This design comes from an exercise in tuning for small area, a short achievable clock period and few clock cycles per item on the open sky130 flow, not from production work.
The RTL was checked by simulation tests, not by an equivalence proof against the original design.
Power and IR drop assume default switching activity.

==> inputs of run M <==
==> flow/design.v <==
package cache_pkg;
	localparam int ADDR_W     = 32;
	localparam int NUM_SETS   = 16;
	localparam int NUM_WAYS   = 8;
	localparam int OFFSET_W   = 6;
	localparam int INDEX_W    = 4;
	localparam int TAG_W      = 22;
	localparam int WAY_W      = 3;
	localparam int RESP_DEPTH = 4;
	localparam int RESP_PTR_W = 2;
	localparam int CNT_W      = 16;
	typedef enum logic [3:0] {
		READ_DATA   = 4'd0,
		WRITE_DATA  = 4'd1,
		READ_INSTR  = 4'd2,
		SNOOP_INVAL = 4'd3,
		SNOOP_READ  = 4'd4,
		SNOOP_RWIM  = 4'd6,
		CLEAR_ALL   = 4'd8
	} cache_op_e;
	typedef enum logic [1:0] {MODIFIED, EXCLUSIVE, SHARED, INVALID} mesi_e;
	typedef enum logic [1:0] {SNP_HIT, SNP_HITM, SNP_MISS} snoop_e;
	typedef enum logic [1:0] {IDLE, LOOKUP, UPDATE, CLEAR} ctrl_state_e;
	typedef logic [TAG_W-1:0]   tag_t;
	typedef logic [INDEX_W-1:0] index_t;
	typedef logic [WAY_W-1:0]   way_t;
	typedef struct packed {
		cache_op_e         op;
		logic              hit;
		way_t              way;
		snoop_e            snoop;
		mesi_e             state;
		logic [ADDR_W-1:0] addr;
	} resp_t;
endpackage
`timescale 1ns/100ps
module l2_mesi_cache (
	input  logic                          clk,
	input  logic                          arst_n,
	input  logic                          req_valid,
	output logic                          req_ready,
	input  logic [3:0]                    req_op,
	input  logic [cache_pkg::ADDR_W-1:0]  req_addr,
	output logic                          resp_valid,
	input  logic                          resp_ready,
	output logic [3:0]                    resp_op,
	output logic                          resp_hit,
	output logic [2:0]                    resp_way,
	output logic [1:0]                    resp_snoop,
	output logic [1:0]                    resp_state,
	output logic [cache_pkg::ADDR_W-1:0]  resp_addr,
	output logic [cache_pkg::CNT_W-1:0]   hit_count,
	output logic [cache_pkg::CNT_W-1:0]   miss_count
);
	localparam int NS   = 16;
	localparam int NW   = 8;
	localparam int TW   = 22;
	localparam int AW   = 19;    
	localparam int RW   = 44;    
	localparam logic [1:0] ST_M = 2'd0;
	localparam logic [1:0] ST_E = 2'd1;
	localparam logic [1:0] ST_S = 2'd2;
	localparam logic [1:0] ST_I = 2'd3;
	localparam logic [1:0] SN_HIT  = 2'd0;
	localparam logic [1:0] SN_HITM = 2'd1;
	localparam logic [1:0] SN_MISS = 2'd2;
	logic [TW-1:0]   tag_q   [NS][NW];
	logic [2*NW-1:0] st_q    [NS];
	logic [AW-1:0]   age_q   [NS];
	logic [NS-1:0]   fresh_q;
	logic        c_v;
	logic [3:0]  c_op;
	logic [31:0] c_addr;
	logic        s_v;
	logic [3:0]  s_op;
	logic [31:0] s_addr;
	logic [NW-1:0]   s_hit;
	logic [2*NW-1:0] s_st;
	logic [3*NW-1:0] s_age;
	logic          o_v;
	logic [RW-1:0] o_data;
	logic          k_v;
	logic [RW-1:0] k_data;
	logic [15:0] hit_q;
	logic [15:0] miss_q;
	logic go2, fire2, acc, pop;
	assign go2       = !k_v;
	assign fire2     = s_v && go2;
	assign req_ready = !c_v || go2;
	assign acc       = req_valid && req_ready;
	assign pop       = o_v && resp_ready;
	logic          op_clr, op_l1, op_snp, op_wr, op_sinv, op_srd;
	logic [NW-1:0] hit_v, inv_v, zero_v, first_inv, vict, upd;
	logic          hit_any, inv_any, wr;
	logic [1:0]    hit_st, bus, own, new_state;
	logic [2:0]    au;
	logic [2:0]    upd_way;
	logic [2*NW-1:0] new_st;
	logic [3*NW-1:0] new_age;
	logic [RW-1:0]   resp_w;
	logic [3:0]    s_set;
	logic [TW-1:0] s_tag;
	assign s_set = s_addr[9:6];
	assign s_tag = s_addr[31:10];
	always_comb
	begin
		op_clr  = s_op[3];
		op_l1   = !s_op[3] && !s_op[2] && !(s_op[1] && s_op[0]);
		op_snp  = !op_clr && !op_l1;
		op_wr   = (s_op == 4'd1);
		op_sinv = !s_op[2];
		op_srd  = s_op[2] && !s_op[1];
		hit_v   = op_clr ? '0 : s_hit;
		hit_any = |hit_v;
		hit_st  = '0;
		for (int w = 0; w < NW; w++)
		begin
			if (hit_v[w])
				hit_st = hit_st | s_st[2*w +: 2];
			inv_v[w]  = (s_st[2*w +: 2] == ST_I);
			zero_v[w] = (s_age[3*w +: 3] == 3'd0);
		end
		inv_any = |inv_v;
		for (int w = 0; w < NW; w++)
			first_inv[w] = inv_v[w] && !(|(inv_v & ((8'd1 << w) - 8'd1)));
		vict = inv_any ? first_inv : zero_v;
		upd  = hit_any ? hit_v : vict;
		upd_way = '0;
		au      = '0;
		for (int w = 0; w < NW; w++)
			if (upd[w])
			begin
				upd_way = upd_way | 3'(w);
				au      = au | s_age[3*w +: 3];
			end
		case (s_addr[1:0])
			2'b00:   bus = SN_HIT;
			2'b10:   bus = SN_HITM;
			default: bus = SN_MISS;
		endcase
		if (!hit_any)
			own = SN_MISS;
		else if (hit_st == ST_M)
			own = SN_HITM;
		else
			own = SN_HIT;
		if (op_l1)
		begin
			if (op_wr)
				new_state = ST_M;
			else if (hit_any)
				new_state = hit_st;
			else
				new_state = (bus == SN_MISS) ? ST_E : ST_S;
		end
		else if (!hit_any || op_clr)
			new_state = ST_I;
		else if (op_srd)
			new_state = ST_S;
		else if (op_sinv)
			new_state = (hit_st == ST_S) ? ST_I : hit_st;
		else
			new_state = ST_I;
		wr = op_l1 || (op_snp && hit_any);
		for (int w = 0; w < NW; w++)
		begin
			new_st[2*w +: 2] = (upd[w] && wr) ? new_state : s_st[2*w +: 2];
			if (upd[w])
				new_age[3*w +: 3] = 3'd7;
			else if (s_age[3*w +: 3] > au)
				new_age[3*w +: 3] = s_age[3*w +: 3] - 3'd1;
			else
				new_age[3*w +: 3] = s_age[3*w +: 3];
		end
		resp_w = {s_op, hit_any, op_clr ? 3'd0 : upd_way, op_l1 ? bus : own, new_state, s_addr};
	end
	logic [AW-1:0] new_age_enc;
	assign new_age_enc = {new_age[3*6 +: 3] > new_age[3*7 +: 3], new_age[17:0]};
	logic [3:0]      c_set;
	logic [TW-1:0]   c_tag;
	logic [NS-1:0]   c_sel;
	logic [TW-1:0]   rd_tag [NW];
	logic [2*NW-1:0] rd_st;
	logic [AW-1:0]   rd_age;
	logic            rd_fresh;
	logic [2*NW-1:0] st1;
	logic [3*NW-1:0] age1;
	logic [NW-1:0]   hit1;
	logic [7:0]      used, missing;
	logic [2:0]      m_lo, m_hi;
	logic            hz, hz_clr, teq;
	logic [NW-1:0]   hit_n;
	logic [2*NW-1:0] st_n;
	logic [3*NW-1:0] age_n;
	localparam logic [3*NW-1:0] AGE_RST = {3'd7, 3'd6, 3'd5, 3'd4, 3'd3, 3'd2, 3'd1, 3'd0};
	assign c_set = c_addr[9:6];
	assign c_tag = c_addr[31:10];
	always_comb
	begin
		for (int s = 0; s < NS; s++)
			c_sel[s] = (c_set == 4'(s));
		for (int w = 0; w < NW; w++)
		begin
			rd_tag[w] = '0;
			for (int s = 0; s < NS; s++)
				rd_tag[w] = rd_tag[w] | ({TW{c_sel[s]}} & tag_q[s][w]);
		end
		rd_st    = '0;
		rd_age   = '0;
		rd_fresh = 1'b0;
		for (int s = 0; s < NS; s++)
		begin
			rd_st    = rd_st | ({2*NW{c_sel[s]}} & st_q[s]);
			rd_age   = rd_age | ({AW{c_sel[s]}} & age_q[s]);
			rd_fresh = rd_fresh | (c_sel[s] & fresh_q[s]);
		end
		used = '0;
		for (int w = 0; w < 6; w++)
			used = used | (8'd1 << rd_age[3*w +: 3]);
		missing = ~used;
		m_lo = '0;
		for (int i = 7; i >= 0; i--)
			if (missing[i])
				m_lo = 3'(i);
		m_hi = '0;
		for (int i = 0; i < 8; i++)
			if (missing[i])
				m_hi = 3'(i);
		st1  = rd_fresh ? rd_st : '1;
		age1 = rd_fresh ? {rd_age[18] ? m_lo : m_hi, rd_age[18] ? m_hi : m_lo, rd_age[17:0]} : AGE_RST;
		for (int w = 0; w < NW; w++)
			hit1[w] = (rd_tag[w] == c_tag) && (st1[2*w +: 2] != ST_I);
		teq    = (s_tag == c_tag);
		hz_clr = fire2 && op_clr;
		hz     = fire2 && (s_set == c_set);
		hit_n  = hit1;
		st_n   = st1;
		age_n  = age1;
		if (hz_clr)
		begin
			hit_n = '0;
			st_n  = '1;
			age_n = AGE_RST;
		end
		else if (hz)
		begin
			for (int w = 0; w < NW; w++)
				if (upd[w] && wr)
					hit_n[w] = teq && (new_state != ST_I);
			st_n  = new_st;
			age_n = op_l1 ? new_age : s_age;
		end
	end
	always_ff @(posedge clk or negedge arst_n)
	begin
		if (!arst_n)
		begin
			c_v     <= 1'b0;
			s_v     <= 1'b0;
			o_v     <= 1'b0;
			k_v     <= 1'b0;
			hit_q   <= '0;
			miss_q  <= '0;
			fresh_q <= '0;
		end
		else
		begin
			c_v <= acc || (c_v && !go2);
			if (go2)
				s_v <= c_v;
			if (k_v)
			begin
				if (pop)
					k_v <= 1'b0;
			end
			else if (fire2)
			begin
				o_v <= 1'b1;
				if (o_v && !pop)
					k_v <= 1'b1;
			end
			else if (pop)
				o_v <= 1'b0;
			if (fire2 && op_l1)
			begin
				if (hit_any)
					hit_q <= hit_q + 16'd1;
				else
					miss_q <= miss_q + 16'd1;
			end
			if (fire2 && op_clr)
				fresh_q <= '0;
			else if (fire2 && op_l1)
				fresh_q <= fresh_q | (16'd1 << s_set);
		end
	end
	always_ff @(posedge clk)
	begin
		if (acc)
		begin
			c_op   <= req_op;
			c_addr <= req_addr;
		end
		if (go2)
		begin
			s_op   <= c_op;
			s_addr <= c_addr;
			s_hit  <= hit_n;
			s_st   <= st_n;
			s_age  <= age_n;
		end
		if (k_v)
		begin
			if (pop)
				o_data <= k_data;
		end
		else if (fire2)
		begin
			if (!o_v || pop)
				o_data <= resp_w;
			else
				k_data <= resp_w;
		end
	end
	logic [NS-1:0] s_sel;
	always_comb
		for (int s = 0; s < NS; s++)
			s_sel[s] = (s_set == 4'(s));
	for (genvar s = 0; s < NS; s++)
	begin : g_set
		always_ff @(posedge clk)
		begin
			if (fire2 && wr && s_sel[s])
				st_q[s] <= new_st;
			if (fire2 && op_l1 && s_sel[s])
				age_q[s] <= new_age_enc;
		end
		for (genvar w = 0; w < NW; w++)
		begin : g_way
			always_ff @(posedge clk)
				if (fire2 && op_l1 && s_sel[s] && upd[w])
					tag_q[s][w] <= s_tag;
		end
	end
	assign resp_valid = o_v;
	assign {resp_op, resp_hit, resp_way, resp_snoop, resp_state, resp_addr} = o_data;
	assign hit_count  = hit_q;
	assign miss_count = miss_q;
endmodule
==> flow/run.sh <==
#!/bin/bash
# synth_recipe.tcl (not shown) runs the flow's synth.tcl, then flattens the netlist and writes it again
# the make line also repeats each setting of config.mk as NAME=value (left out here)
make -C /OpenROAD-flow-scripts/flow DESIGN_CONFIG=/design/flow/config.mk WORK_HOME=/design/flow/orfs CLKGATE_MAP_FILE= SYNTH_SCRIPT=/design/flow/synth_recipe.tcl finish
==> flow/config.mk <==
export PLATFORM = sky130hd
export DESIGN_NAME = l2_mesi_cache
export DESIGN_NICKNAME = l2_mesi_cache
export VERILOG_FILES = /design/flow/design.v
export SDC_FILE = /design/flow/constraint.sdc
export NUM_CORES = 4
export LEC_CHECK = 0
export CAP_MARGIN = 20
export CORE_MARGIN = 2
export CORE_UTILIZATION = 30
export PLACE_DENSITY = 0.5
export SLEW_MARGIN = 20
==> flow/constraint.sdc <==
create_clock -name core_clock -period 10.0 [get_ports {clk}]
set_input_delay 2.0000 -clock core_clock [delete_from_list [all_inputs] [get_ports {clk}]]
set_output_delay 2.0000 -clock core_clock [all_outputs]
set_load 0.01 [all_outputs]
==> run Y: changes against run M <==
--- a/flow/design.v
+++ b/flow/design.v
@@ -56,5 +56,5 @@
 	localparam int NW   = 8;
 	localparam int TW   = 22;
-	localparam int AW   = 19;    
+	localparam int PW   = 28;    
 	localparam int RW   = 44;    
 	localparam logic [1:0] ST_M = 2'd0;
@@ -65,9 +65,13 @@
 	localparam logic [1:0] SN_HITM = 2'd1;
 	localparam logic [1:0] SN_MISS = 2'd2;
+	function automatic integer pidx(input integer w, input integer v);
+		pidx = w * (w - 1) / 2 + v;
+	endfunction
 	logic [TW-1:0]   tag_q   [NS][NW];
 	logic [2*NW-1:0] st_q    [NS];
-	logic [AW-1:0]   age_q   [NS];
+	logic [PW-1:0]   lru_q   [NS];
 	logic [NS-1:0]   fresh_q;
 	logic        c_v;
+	logic [NS-1:0] c_sel_a, c_sel_b;
 	logic [3:0]  c_op;
 	logic [31:0] c_addr;
@@ -75,11 +79,14 @@
 	logic [3:0]  s_op;
 	logic [31:0] s_addr;
-	logic [NW-1:0]   s_hit;
+	logic [NW-1:0]   s_hit1;    
+	logic [NW-1:0]   s_fmask;   
+	logic            s_fval;
 	logic [2*NW-1:0] s_st;
-	logic [3*NW-1:0] s_age;
+	logic [PW-1:0]   s_lru;
 	logic          o_v;
 	logic [RW-1:0] o_data;
 	logic          k_v;
 	logic [RW-1:0] k_data;
+	logic          rdy_q;
 	logic [15:0] hit_q;
 	logic [15:0] miss_q;
@@ -87,18 +94,21 @@
 	assign go2       = !k_v;
 	assign fire2     = s_v && go2;
-	assign req_ready = !c_v || go2;
-	assign acc       = req_valid && req_ready;
+	logic rdy;
+	assign rdy       = !c_v || !k_v;
+	assign req_ready = rdy_q;
+	assign acc       = req_valid && rdy;
 	assign pop       = o_v && resp_ready;
 	logic          op_clr, op_l1, op_snp, op_wr, op_sinv, op_srd;
-	logic [NW-1:0] hit_v, inv_v, zero_v, first_inv, vict, upd;
+	logic [NW-1:0] inv_v, lru_v, first_inv, vict, upd;
 	logic          hit_any, inv_any, wr;
 	logic [1:0]    hit_st, bus, own, new_state;
-	logic [2:0]    au;
 	logic [2:0]    upd_way;
 	logic [2*NW-1:0] new_st;
-	logic [3*NW-1:0] new_age;
+	logic [PW-1:0]   new_lru;
 	logic [RW-1:0]   resp_w;
 	logic [3:0]    s_set;
 	logic [TW-1:0] s_tag;
+	logic [NW*NW-1:0] newer;
+	logic [NW-1:0] s_hit;
 	assign s_set = s_addr[9:6];
 	assign s_tag = s_addr[31:10];
@@ -111,27 +121,37 @@
 		op_sinv = !s_op[2];
 		op_srd  = s_op[2] && !s_op[1];
-		hit_v   = op_clr ? '0 : s_hit;
-		hit_any = |hit_v;
+		s_hit   = (s_hit1 & ~s_fmask) | (s_fmask & {NW{s_fval}});
+		hit_any = |s_hit;
 		hit_st  = '0;
 		for (int w = 0; w < NW; w++)
 		begin
-			if (hit_v[w])
+			if (s_hit[w])
 				hit_st = hit_st | s_st[2*w +: 2];
-			inv_v[w]  = (s_st[2*w +: 2] == ST_I);
-			zero_v[w] = (s_age[3*w +: 3] == 3'd0);
+			inv_v[w] = (s_st[2*w +: 2] == ST_I);
 		end
 		inv_any = |inv_v;
 		for (int w = 0; w < NW; w++)
+			for (int v = 0; v < NW; v++)
+				if (w > v)
+					newer[w*NW+v] = s_lru[pidx(w, v)];
+				else if (w < v)
+					newer[w*NW+v] = !s_lru[pidx(v, w)];
+				else
+					newer[w*NW+v] = 1'b0;
+		for (int w = 0; w < NW; w++)
+		begin
+			lru_v[w] = 1'b1;
+			for (int v = 0; v < NW; v++)
+				if (newer[w*NW+v])
+					lru_v[w] = 1'b0;
+		end
+		for (int w = 0; w < NW; w++)
 			first_inv[w] = inv_v[w] && !(|(inv_v & ((8'd1 << w) - 8'd1)));
-		vict = inv_any ? first_inv : zero_v;
-		upd  = hit_any ? hit_v : vict;
+		vict = inv_any ? first_inv : lru_v;
+		upd  = hit_any ? s_hit : vict;
 		upd_way = '0;
-		au      = '0;
 		for (int w = 0; w < NW; w++)
 			if (upd[w])
-			begin
 				upd_way = upd_way | 3'(w);
-				au      = au | s_age[3*w +: 3];
-			end
 		case (s_addr[1:0])
 			2'b00:   bus = SN_HIT;
@@ -164,96 +184,84 @@
 		wr = op_l1 || (op_snp && hit_any);
 		for (int w = 0; w < NW; w++)
-		begin
 			new_st[2*w +: 2] = (upd[w] && wr) ? new_state : s_st[2*w +: 2];
-			if (upd[w])
-				new_age[3*w +: 3] = 3'd7;
-			else if (s_age[3*w +: 3] > au)
-				new_age[3*w +: 3] = s_age[3*w +: 3] - 3'd1;
-			else
-				new_age[3*w +: 3] = s_age[3*w +: 3];
-		end
+		for (int w = 1; w < NW; w++)
+			for (int v = 0; v < w; v++)
+				new_lru[pidx(w, v)] = upd[w] || (!upd[v] && s_lru[pidx(w, v)]);
 		resp_w = {s_op, hit_any, op_clr ? 3'd0 : upd_way, op_l1 ? bus : own, new_state, s_addr};
 	end
-	logic [AW-1:0] new_age_enc;
-	assign new_age_enc = {new_age[3*6 +: 3] > new_age[3*7 +: 3], new_age[17:0]};
 	logic [3:0]      c_set;
 	logic [TW-1:0]   c_tag;
-	logic [NS-1:0]   c_sel;
 	logic [TW-1:0]   rd_tag [NW];
 	logic [2*NW-1:0] rd_st;
-	logic [AW-1:0]   rd_age;
+	logic [PW-1:0]   rd_lru;
 	logic            rd_fresh;
 	logic [2*NW-1:0] st1;
-	logic [3*NW-1:0] age1;
+	logic [PW-1:0]   lru1;
 	logic [NW-1:0]   hit1;
-	logic [7:0]      used, missing;
-	logic [2:0]      m_lo, m_hi;
 	logic            hz, hz_clr, teq;
-	logic [NW-1:0]   hit_n;
+	logic [NW-1:0]   hit_n, fmask_n;
 	logic [2*NW-1:0] st_n;
-	logic [3*NW-1:0] age_n;
-	localparam logic [3*NW-1:0] AGE_RST = {3'd7, 3'd6, 3'd5, 3'd4, 3'd3, 3'd2, 3'd1, 3'd0};
+	logic [PW-1:0]   lru_n;
 	assign c_set = c_addr[9:6];
 	assign c_tag = c_addr[31:10];
+	function automatic logic sel_for(input integer w, input integer s,
+		input logic [NS-1:0] a, input logic [NS-1:0] b);
+		sel_for = (w < NW / 2) ? a[s] : b[s];
+	endfunction
 	always_comb
 	begin
-		for (int s = 0; s < NS; s++)
-			c_sel[s] = (c_set == 4'(s));
 		for (int w = 0; w < NW; w++)
 		begin
 			rd_tag[w] = '0;
 			for (int s = 0; s < NS; s++)
-				rd_tag[w] = rd_tag[w] | ({TW{c_sel[s]}} & tag_q[s][w]);
+				rd_tag[w] = rd_tag[w]
+					| ({TW{sel_for(w, s, c_sel_a, c_sel_b)}} & tag_q[s][w]);
 		end
 		rd_st    = '0;
-		rd_age   = '0;
+		rd_lru   = '0;
 		rd_fresh = 1'b0;
 		for (int s = 0; s < NS; s++)
 		begin
-			rd_st    = rd_st | ({2*NW{c_sel[s]}} & st_q[s]);
-			rd_age   = rd_age | ({AW{c_sel[s]}} & age_q[s]);
-			rd_fresh = rd_fresh | (c_sel[s] & fresh_q[s]);
-		end
-		used = '0;
-		for (int w = 0; w < 6; w++)
-			used = used | (8'd1 << rd_age[3*w +: 3]);
-		missing = ~used;
-		m_lo = '0;
-		for (int i = 7; i >= 0; i--)
-			if (missing[i])
-				m_lo = 3'(i);
-		m_hi = '0;
-		for (int i = 0; i < 8; i++)
-			if (missing[i])
-				m_hi = 3'(i);
+			for (int w = 0; w < NW; w++)
+				rd_st[2*w +: 2] = rd_st[2*w +: 2]
+					| ({2{sel_for(w, s, c_sel_a, c_sel_b)}} & st_q[s][2*w +: 2]);
+			for (int i = 0; i < PW; i++)
+				rd_lru[i] = rd_lru[i]
+					| (sel_for(i % NW, s, c_sel_a, c_sel_b) & lru_q[s][i]);
+			rd_fresh = rd_fresh | (sel_for(7, s, c_sel_a, c_sel_b) & fresh_q[s]);
+		end
 		st1  = rd_fresh ? rd_st : '1;
-		age1 = rd_fresh ? {rd_age[18] ? m_lo : m_hi, rd_age[18] ? m_hi : m_lo, rd_age[17:0]} : AGE_RST;
+		lru1 = rd_lru;
 		for (int w = 0; w < NW; w++)
-			hit1[w] = (rd_tag[w] == c_tag) && (st1[2*w +: 2] != ST_I);
+			hit1[w] = (rd_tag[w] == c_tag) && rd_fresh && (rd_st[2*w +: 2] != ST_I);
 		teq    = (s_tag == c_tag);
 		hz_clr = fire2 && op_clr;
 		hz     = fire2 && (s_set == c_set);
-		hit_n  = hit1;
-		st_n   = st1;
-		age_n  = age1;
+		hit_n   = (c_op[3] || hz_clr) ? '0 : hit1;
+		fmask_n = '0;
+		st_n    = st1;
+		lru_n   = lru1;
 		if (hz_clr)
-		begin
-			hit_n = '0;
-			st_n  = '1;
-			age_n = AGE_RST;
-		end
+			st_n = '1;
 		else if (hz)
 		begin
-			for (int w = 0; w < NW; w++)
-				if (upd[w] && wr)
-					hit_n[w] = teq && (new_state != ST_I);
+			if (wr && !c_op[3])
+				fmask_n = upd;
 			st_n  = new_st;
-			age_n = op_l1 ? new_age : s_age;
+			if (op_l1)
+				lru_n = new_lru;
 		end
 	end
+	logic c_v_d, k_v_d;
+	always_comb
+	begin
+		c_v_d = acc || (c_v && !go2);
+		k_v_d = k_v ? !pop : (fire2 && o_v && !pop);
+	end
 	always_ff @(posedge clk or negedge arst_n)
 	begin
 		if (!arst_n)
 		begin
+			rdy_q   <= 1'b1;
 			c_v     <= 1'b0;
 			s_v     <= 1'b0;
@@ -266,19 +274,12 @@
 		else
 		begin
-			c_v <= acc || (c_v && !go2);
+			rdy_q <= !c_v_d || !k_v_d;
+			c_v   <= c_v_d;
+			k_v   <= k_v_d;
 			if (go2)
 				s_v <= c_v;
-			if (k_v)
-			begin
-				if (pop)
-					k_v <= 1'b0;
-			end
-			else if (fire2)
-			begin
+			if (!k_v && fire2)
 				o_v <= 1'b1;
-				if (o_v && !pop)
-					k_v <= 1'b1;
-			end
-			else if (pop)
+			else if (!k_v && pop)
 				o_v <= 1'b0;
 			if (fire2 && op_l1)
@@ -299,14 +300,19 @@
 		if (acc)
 		begin
-			c_op   <= req_op;
-			c_addr <= req_addr;
+			c_op     <= req_op;
+			c_addr   <= req_addr;
+			c_sel_a  <= 16'd1 << req_addr[9:6];
 		end
+		if (rdy)
+			c_sel_b  <= 16'd1 << req_addr[9:6];
 		if (go2)
 		begin
 			s_op   <= c_op;
 			s_addr <= c_addr;
-			s_hit  <= hit_n;
+			s_hit1  <= hit_n;
+			s_fmask <= fmask_n;
+			s_fval  <= teq && (new_state != ST_I);
 			s_st   <= st_n;
-			s_age  <= age_n;
+			s_lru  <= lru_n;
 		end
 		if (k_v)
@@ -334,5 +340,5 @@
 				st_q[s] <= new_st;
 			if (fire2 && op_l1 && s_sel[s])
-				age_q[s] <= new_age_enc;
+				lru_q[s] <= new_lru;
 		end
 		for (genvar w = 0; w < NW; w++)
==> flow/flow/run.sh (new file) <==
#!/bin/bash
# The standard layout, with the timing repair asked to leave 6.8 ns of setup
# slack at the design's 10 ns clock, i.e. to optimise paths down to about
# 3.2 ns. Constraints, clock period and all other steps are the standard flow's own.
set -euo pipefail
bash standard.sh finish SETUP_SLACK_MARGIN=6.8 > run_standard.log 2>&1
==> flow/standard.sh (new file) <==
#!/bin/bash
# synth_recipe.tcl (not shown) runs the flow's synth.tcl, then flattens the netlist and writes it again
# the make line also repeats each setting of config.mk as NAME=value (left out here)
make -C /OpenROAD-flow-scripts/flow DESIGN_CONFIG=/design/flow/config.mk WORK_HOME=/design/flow/orfs CLKGATE_MAP_FILE= SYNTH_SCRIPT=/design/flow/synth_recipe.tcl "${@:-finish}"
--- a/flow/config.mk
+++ b/flow/config.mk
@@ -8,5 +8,7 @@
 export CAP_MARGIN = 20
 export CORE_MARGIN = 2
-export CORE_UTILIZATION = 30
-export PLACE_DENSITY = 0.5
+export CORE_UTILIZATION = 60
+export CTS_CLUSTER_DIAMETER = 60
+export CTS_CLUSTER_SIZE = 30
+export PLACE_DENSITY = 0.7
 export SLEW_MARGIN = 20
removed: flow/run.sh
==> summary of the runs <==
Run M produced a clean layout. Run Y produced a clean layout. Against run Y, the fmax of run M is lower by about 45%. Against run M, the clock-buffer cell count of run Y is lower by 263. Against run M, the register-to-register slack of run Y is higher by 3.1 ns. Sequential share of layout area: run M is lower than run Y (4.1 points). Between run Y and run M, the lower power is in run Y (gap about 1.3%, measured against run M). In run Y the synthesized area is higher than in run M, by about 2.4%.
Testbench counts of run M, summed over its fixed seeds: cycles 32,024, items 32,000.
Testbench counts of run Y, summed over its fixed seeds: cycles 32,024, items 32,000.

-- what the ideal ports hide --
Ports are ideal in the flow. The routed layouts listed here were re-timed in OpenROAD.
Step 1 sets driving cells, clkbuf_16 on the clock port and buf_2 on the other inputs (assumed; they add their load-dependent delay and slew).
Step 2 moves the port delays by t, midway between the first and last clock arrival at a register: inputs arrive t later, outputs are due t later. That takes back most of the time a late clock gives input paths.
a / b / c = ideal ports / drivers / drivers and shift; a / b = the first two.
run | shift t [ns] | setup slack, ns | worst setup path after step 2 | slew at the worst register clock pin (ns) | cell pins on the clock port's net
run M | 1.069 | 3.382 / 3.382 / 3.382 | register to register | 0.07 / 0.07 | 1
run Y | 0.954 | 6.348 / 6.256 / 6.188 | input to register | 0.12 / 0.12 | 1
After both steps setup and hold are still met in every run listed. For run Y, which loses most, drivers alone change the setup slack by -0.092 ns; drivers and shift together by -0.160 ns.
